This design comes from an exercise in tuning for small area on the open sky130 flow, not from production work.
Only simulation tests tie the RTL to the original design; equivalence was not proved.
Power figures rest on the tool's default switching activity, not on a simulated workload.

## brs_top
module brs_top (
   input  wire          clk,
   input  wire          reset,
   input  wire          we1,
   input  wire          we2,
   input  wire [1:0]    waddr1,
   input  wire [1:0]    waddr2,
   input  wire [153:0]  wdata1,
   input  wire [153:0]  wdata2,
   input  wire [116:0]  result,
   input  wire          clearbusy,
   input  wire [1:0]    issueaddr,
   input  wire          prmiss,
   input  wire          prsuccess,
   input  wire [4:0]    prtag,
   input  wire [4:0]    specfixtag,
   output wire [3:0]    busyvec,
   output wire [3:0]    prbusyvec_next,
   output wire [3:0]    ready,
   output wire [31:0]   ex_src1,
   output wire [31:0]   ex_src2,
   output wire [86:0]   payload,
   output wire          specbit
);
==> flow/config.mk <==
export PLATFORM = sky130hd
export DESIGN_NAME = brs_top
export DESIGN_NICKNAME = brs_top
export VERILOG_FILES = /design/flow/design.v
export SDC_FILE = /design/flow/constraint.sdc
export NUM_CORES = 4
export LEC_CHECK = 0
export CAP_MARGIN = 0
export CORE_MARGIN = 2
export CORE_UTILIZATION = 50
export CTS_BUF_LIST = sky130_fd_sc_hd__clkbuf_16
export CTS_CLUSTER_DIAMETER = 100
export CTS_CLUSTER_SIZE = 25
export PLACE_DENSITY = 0.7
export SETUP_SLACK_MARGIN = 0.015
export SLEW_MARGIN = 0
==> flow/constraint.sdc <==
create_clock -name core_clock -period 5.0 [get_ports {clk}]
set_input_delay 1.0000 -clock core_clock [delete_from_list [all_inputs] [get_ports {clk}]]
set_output_delay 1.0000 -clock core_clock [all_outputs]
set_load 0.01 [all_outputs]
standard.sh (not shown) runs the stock make flow with config.mk's settings and CLKGATE_MAP_FILE= SYNTH_SCRIPT=/design/flow/synth_recipe.tcl, a recipe that flattens the netlist after the stock synthesis.
==> flow/flow/run.sh <==
#!/bin/bash
# Standard ORFS layout through the standard.sh, with two changes:
#  - synthesis is synth_recipe.tcl unchanged except that Yosys's abc call uses an
#    area-oriented ABC script (flow/abc_area.script); registers are mapped before abc,
#    so they are exactly those of the standard synthesis;
#    the brs_ao* bit cells keep their hierarchy through abc, so each is mapped on its own,
#    and are flattened afterwards as synth_recipe.tcl does;
#    abc also leaves out a222oi_1, whose pins the detailed router struggles to reach;
#  - port buffers use the smallest buffer cell.
# Each tool's output goes to logs under orfs/logs; make's output to standard_flow.log.
set -euo pipefail
W=$(pwd)
export MY_ABC_SCRIPT="$W/flow/abc_area.script"
{
  head -n 1 synth_recipe.tcl
  cat <<'EOT'
proc abc {args} {
  set i [lsearch -exact $args -script]
  if {$i >= 0} { lset args [expr {$i + 1}] $::env(MY_ABC_SCRIPT) }
  yosys abc {*}$args -dont_use sky130_fd_sc_hd__a222oi_1
}
EOT
  tail -n +2 synth_recipe.tcl
} > "$W/area_synth.tcl"
bash standard.sh \
  "SYNTH_SCRIPT=$W/area_synth.tcl" \
  "SYNTH_KEEP_MODULES=brs_ao3 brs_ao4 brs_ao6 brs_ao7" \
  "BUFFER_PORTS_ARGS=-buffer_cell sky130_fd_sc_hd__buf_1" \
  finish > standard_flow.log 2>&1
==> flow/flow/abc_area.script <==
strash
&get -n
&st
&dch
&nf -R 1000
&st
&dch
&nf -R 1000
&put
Then changed:
- PLACE_DENSITY: 0.7 -> not set
- SETUP_SLACK_MARGIN: 0.015 -> 0.03
Worst hold slack is about the same.
Final area went up by about 0.8%.
Synthesized cell count stays the same.
Maximum frequency went down by about 1.2%.
Clock power went down by about 2%.
Via count went up by 1.8%.
Die area stays the same.
Wire length went up by about 4.7%.
Register-to-register slack gains 140 ps.
Synthesized area does not change.
Then changed:
- CORE_UTILIZATION: 50 -> 40
- CTS_CLUSTER_DIAMETER: 100 -> 80
- CTS_CLUSTER_SIZE: 25 -> 20
- SETUP_SLACK_MARGIN: 0.03 -> 0.05
Synthesized cell count is unchanged.
Setup slack gains 53 ps.
Power is higher by a few percent.
Then changed:
- CORE_UTILIZATION: 40 -> 50
- CTS_CLUSTER_DIAMETER: 80 -> 100
- CTS_CLUSTER_SIZE: 20 -> 25
- PLACE_DENSITY: not set -> 0.7
- SETUP_SLACK_MARGIN: 0.05 -> 0.03
Outcome: The new run finished with timing, DRC and antenna clean. Critical path depth went down by 2. Power went down by about 6%. Synthesized area does not change. Setup slack gets better by 32 ps. Sequential share of layout area went up by 0.75 points. Clock power went down by 19%. Clock-buffer cell count went down by 13. Wire length went down by 7.0%. Cell area went down by 2.3%. Worst hold slack is about the same.


Another version of the RTL of brs_top (not shown whole).
Size: about 620 flip-flops, about 0.032 sq mm of cells after synthesis.
## brs_top
module brs_top (
   input  wire          clk,
   input  wire          reset,
   input  wire          we1,
   input  wire          we2,
   input  wire [1:0]    waddr1,
   input  wire [1:0]    waddr2,
   input  wire [153:0]  wdata1,
   input  wire [153:0]  wdata2,
   input  wire [116:0]  result,
   input  wire          clearbusy,
   input  wire [1:0]    issueaddr,
   input  wire          prmiss,
   input  wire          prsuccess,
   input  wire [4:0]    prtag,
   input  wire [4:0]    specfixtag,
   output wire [3:0]    busyvec,
   output wire [3:0]    prbusyvec_next,
   output wire [3:0]    ready,
   output wire [31:0]   ex_src1,
   output wire [31:0]   ex_src2,
   output wire [86:0]   payload,
   output wire          specbit
);
   wire [2:0]  live;
   wire [5:0]  dst  [3];
   wire [31:0] data [3];
   for (genvar b = 0; b < 3; b++) begin : g_bus
      assign live[b] = ~result[39*b];
      assign dst[b]  = result[39*b+1 +: 6];
      assign data[b] = result[39*b+7 +: 32];
   end
   reg  [3:0]  busy;
   reg  [3:0]  spec;
   reg  [3:0]  valid1, valid2;
   reg  [31:0] src1 [4];
   reg  [31:0] src2 [4];
   reg  [86:0] pl   [4];
   wire [3:0]  isel;               
   wire [3:0]  sel1, sel2, we;
   wire [2:0]  m1 [4];             
   wire [2:0]  m2 [4];
   wire [3:0]  survive, keep_spec;
   for (genvar e = 0; e < 4; e++) begin : g_ent
      assign isel[e] = issueaddr == 2'(e);
      assign sel1[e] = we1 & (waddr1 == 2'(e));
      assign sel2[e] = we2 & (waddr2 == 2'(e));
      assign we[e]   = sel1[e] | sel2[e];
      for (genvar b = 0; b < 3; b++) begin : g_m
         assign m1[e][b] = ~valid1[e] & live[b] & (src1[e][5:0] == dst[b]);
         assign m2[e][b] = ~valid2[e] & live[b] & (src2[e][5:0] == dst[b]);
      end
      wire        hold  = ~we[e];
      wire        any1  = |m1[e];
      wire        any2  = |m2[e];
      wire [2:0]  h1    = m1[e] & {3{hold}};
      wire [2:0]  h2    = m2[e] & {3{hold}};
      wire        keep1 = hold & ~any1;
      wire        keep2 = hold & ~any2;
      always_ff @(posedge clk) begin
         src1[e] <= ({32{sel1[e]}} & wdata1[66:35]) | ({32{sel2[e]}} & wdata2[66:35])
                  | ({32{h1[0]}} & data[0]) | ({32{h1[1]}} & data[1]) | ({32{h1[2]}} & data[2])
                  | ({32{keep1}} & src1[e]);
  ...
export LEC_CHECK = 0
export CAP_MARGIN = 0
export CORE_MARGIN = 2
export CORE_UTILIZATION = 40
export CTS_BUF_LIST = sky130_fd_sc_hd__clkbuf_16
export CTS_CLUSTER_DIAMETER = 80
export CTS_CLUSTER_SIZE = 20
export SETUP_SLACK_MARGIN = 0.05
export SLEW_MARGIN = 0
create_clock -name core_clock -period 5.0 [get_ports {clk}]
==> flow/flow/run.sh <==
#!/bin/bash
# Standard ORFS layout through the standard.sh, with two changes:
#  - synthesis is synth_recipe.tcl unchanged except that Yosys's abc call uses an
#    area-oriented ABC script (flow/abc_area.script); registers are mapped before abc,
#    so they are exactly those of the standard synthesis;
#    abc also leaves out a222oi_1, whose pins the detailed router struggles to reach;
#  - port buffers use the smallest buffer cell.
# Each tool's output goes to logs under orfs/logs; make's output to standard_flow.log.
set -euo pipefail
W=$(pwd)
export MY_ABC_SCRIPT="$W/flow/abc_area.script"
{
  head -n 1 synth_recipe.tcl
  cat <<'EOT'
proc abc {args} {
  set i [lsearch -exact $args -script]
  if {$i >= 0} { lset args [expr {$i + 1}] $::env(MY_ABC_SCRIPT) }
  yosys abc {*}$args -dont_use sky130_fd_sc_hd__a222oi_1
}
EOT
  tail -n +2 synth_recipe.tcl
} > "$W/area_synth.tcl"
bash standard.sh \
  "SYNTH_SCRIPT=$W/area_synth.tcl" \
  "BUFFER_PORTS_ARGS=-buffer_cell sky130_fd_sc_hd__buf_1" \
  finish > standard_flow.log 2>&1
Scripts as last shown in full above: flow/flow/abc_area.script
Change:
==> flow/flow/run.sh (replaced) <==
#!/bin/bash
# Standard ORFS layout (the standard.sh, unchanged synthesis), with port buffers
# made from the smallest buffer cell and power/area recovery after global routing.
set -euo pipefail
bash standard.sh \
  "BUFFER_PORTS_ARGS=-buffer_cell sky130_fd_sc_hd__buf_1" \
  "RECOVER_POWER=100" \
  finish > standard_flow.log 2>&1
- CTS_BUF_LIST: sky130_fd_sc_hd__clkbuf_16 -> default
- CTS_CLUSTER_DIAMETER: 80 -> default
- CTS_CLUSTER_SIZE: 20 -> default
removed: flow/flow/abc_area.script
Effect: This time the run completed and failed the layout checks on max-capacitance violations, max-slew violations. Synthesized area grows by 8.0%. Utilization shrinks by 2.5 points. Flip-flop and latch count is unchanged. Clock skew shrinks by 9.3 ps. Worst setup slack improves by 76 ps. Worst hold slack is about the same. First-iteration DRC count grows by 31%. Maximum frequency grows by 1.6%. Sequential share of layout area shrinks by 0.82 points.

[port drivers added, routing unchanged]
The flow's constraints put no driver on any port. The routed layouts listed below were extracted and timed again, unchanged, in two steps.
Step 1 sets driving cells, clkbuf_16 on the clock port and buf_2 on the other inputs (assumed; they add their load-dependent delay and slew).
Step 2 moves the port delays by t, midway between the first and last clock arrival at a register: inputs arrive t later, outputs are due t later. That takes back most of the time a late clock gives input paths.
Slacks: ideal / step 1 / step 2; pairs: ideal / step 1.
| run | t, ns | slack for setup (ns) | worst register clock-pin slew, ns | worst slew at a driven data input, ns |
|---|---|---|---|---|
| the first run of note 1 | 0.721 | 0.138 / 0.070 / 0.127 | 0.11 / 0.11 | 0.17 |
| the second run of note 1 | 0.732 | 0.076 / 0.008 / 0.052 | 0.11 / 0.11 | 0.21 |
| the third run of note 1 | 0.678 | 0.130 / 0.070 / 0.107 | 0.09 / 0.09 | 0.15 |
| the fourth run of note 1 | 0.719 | 0.162 / 0.111 / 0.129 | 0.11 / 0.11 | 0.16 |
| the first run of note 2 | 0.684 | 0.106 / 0.030 / 0.063 | 0.10 / 0.10 | 0.19 |
| the second run of note 2 | 0.710 | 0.182 / 0.121 / -0.556 | 0.06 / 0.06 | 0.18 |
For the second run of note 2, which loses most, drivers alone change the setup slack by -0.061 ns; drivers and shift together by -0.738 ns.
